What follows belongs to an exercise in optimizing a design on an open flow for small area; a production flow would make more cautious choices. In this exercise RTL edits were held to simulation tests only and were not proved equivalent to the original. Power figures rest on the tool's default switching activity, not on a simulated workload.

## red
// memory_system
module memory_system (
  input  logic         Clk,
  input  logic         Reset,
  input  logic [7:0]   address,
  input  logic [7:0]   data_in,
  input  logic         write,
  output logic [7:0]   from_memory,
  input  logic [127:0] port_in,
  output logic [127:0] port_out,
  input  logic         ld_start,
  input  logic         ld_valid,
  input  logic [7:0]   ld_data,
  input  logic         ld_last,
  output logic         ld_ready,
  output logic         ld_done,
  output logic         cpu_hold
);
Size: ~6400 cells after synthesis, about 2200 flip-flops, ~300 I/O pins.
==> flow/config.mk <==
export PLATFORM = sky130hd
export DESIGN_NAME = memory_system
export DESIGN_NICKNAME = memory_system
export VERILOG_FILES = /design/flow/design.v
export SDC_FILE = /design/flow/constraint.sdc
export NUM_CORES = 4
export LEC_CHECK = 0
export CAP_MARGIN = 20
export CORE_MARGIN = 2
export CORE_UTILIZATION = 70
export PLACE_DENSITY = 0.82
export SLEW_MARGIN = 20
export SYNTH_HIERARCHICAL = 1
==> flow/constraint.sdc <==
create_clock -name core_clock -period 5.0 [get_ports {Clk}]
set_input_delay 1.0000 -clock core_clock [delete_from_list [all_inputs] [get_ports {Clk}]]
set_output_delay 1.0000 -clock core_clock [all_outputs]
set_load 0.01 [all_outputs]
standard.sh (not shown) runs the stock make flow with config.mk's settings and CLKGATE_MAP_FILE= SYNTH_SCRIPT=/design/flow/synth_recipe.tcl, a recipe that flattens the netlist after the stock synthesis.
==> flow/flow/run.sh <==
#!/bin/bash
# Own layout flow: the standard ORFS flow with smaller port buffers and a
# leaner clock tree (larger sink clusters, no dummy loads). Synthesis is the
# standard one, unchanged.
set -euo pipefail
CTS="-sink_clustering_enable -repair_clock_nets -dont_use_dummy_load"
CTS="$CTS -sink_clustering_size 16 -sink_clustering_max_diameter 60"
CTS="$CTS -buf_list sky130_fd_sc_hd__clkbuf_8"
bash standard.sh \
  "BUFFER_PORTS_ARGS=-buffer_cell sky130_fd_sc_hd__buf_1" \
  "CTS_ARGS=$CTS" \
  MATCH_CELL_FOOTPRINT=0 \
  finish > standard_flow.log 2>&1
Input changes introduced in blue (baseline for comparison: red):
--- a/flow/flow/run.sh
+++ b/flow/flow/run.sh
@@ -7,2 +7,2 @@
-CTS="$CTS -sink_clustering_size 16 -sink_clustering_max_diameter 60"
-CTS="$CTS -buf_list sky130_fd_sc_hd__clkbuf_8"
+CTS="$CTS -sink_clustering_size 10 -sink_clustering_max_diameter 45"
+CTS="$CTS -buf_list sky130_fd_sc_hd__clkbuf_4"
@@ -12 +11,0 @@
-  MATCH_CELL_FOOTPRINT=0 \
--- a/flow/config.mk
+++ b/flow/config.mk
@@ -10,2 +10 @@
-export CORE_UTILIZATION = 70
-export PLACE_DENSITY = 0.82
+export CORE_UTILIZATION = 40
--- outcome ---
Relative to red, the portion of the clock cycle consumed by the worst path in the final layout of blue is lower by 5.6 points.
The final reports for blue and red show setup slack higher in the former.
Diff red -> blue | reported leakage power | up by a few percent
Relative to red, the worst endpoint data arrival time of blue is lower by 2.06 ns.
Comparing clock tree skew after final layout for red and blue, the smaller number came from red.
Run comparison: red first element of the critical path address[0]; blue first element of the critical path s_load
The inputs of green differ from those of blue as listed below.
--- a/flow/flow/run.sh
+++ b/flow/flow/run.sh
@@ -7,2 +7,2 @@
-CTS="$CTS -sink_clustering_size 10 -sink_clustering_max_diameter 45"
-CTS="$CTS -buf_list sky130_fd_sc_hd__clkbuf_4"
+CTS="$CTS -sink_clustering_size 16 -sink_clustering_max_diameter 60"
+CTS="$CTS -buf_list sky130_fd_sc_hd__clkbuf_8"
@@ -11,0 +12 @@
+  MATCH_CELL_FOOTPRINT=0 \
--- a/flow/config.mk
+++ b/flow/config.mk
@@ -8 +8 @@
-export CAP_MARGIN = 20
+export CAP_MARGIN = 0
@@ -10,2 +10,3 @@
-export CORE_UTILIZATION = 40
-export SLEW_MARGIN = 20
+export CORE_UTILIZATION = 60
+export PLACE_DENSITY = 0.72
+export SLEW_MARGIN = 0
==> run notes <==
green finished every step from synthesis to the final layout, and the layout passed the timing, DRC and antenna checks.
green vs blue, critical path launch point: address[2] vs s_load
Slack of the critical path delta for green relative to blue: 0.088 ns lower
The starting utilization of the core area of green is higher than that of blue.
Diff blue -> green | period utilization | increase of 1.8 points
green vs blue on layout-stage area growth over the synthesis result: green is the lower one.
Re arrival time of the worst setup path: green and blue aren't equal, and the higher value belongs to green.

[what the ideal ports hide]
In the flow no input, the clock included, has a driving cell. The finished layouts below were timed again as built, in two steps. Step 1, drivers: a clkbuf_16 drives Clk and a buf_2 each remaining input, both assumed. Step 2 moves the port delays by t, midway between the first and last clock arrival at a register: inputs arrive t later, outputs are due t later. That takes back most of the time a late clock gives input paths. a / b / c = ideal ports / drivers / drivers and shift; a / b = the first two.
run	shift t [ns]	setup slack, ns	hold WS [ns]
red	0.956	0.994 / 1.038 / 0.083	0.174 / 0.124 / 0.310
blue	1.399	1.272 / 1.194 / 0.350	0.090 / 0.070 / 0.261
green	0.971	1.184 / 1.228 / 0.257	0.134 / 0.082 / 0.313
After both steps every run listed still meets setup and hold. The setup slack of green, which loses most, moves by +0.044 ns with the drivers and by -0.927 ns with both steps.
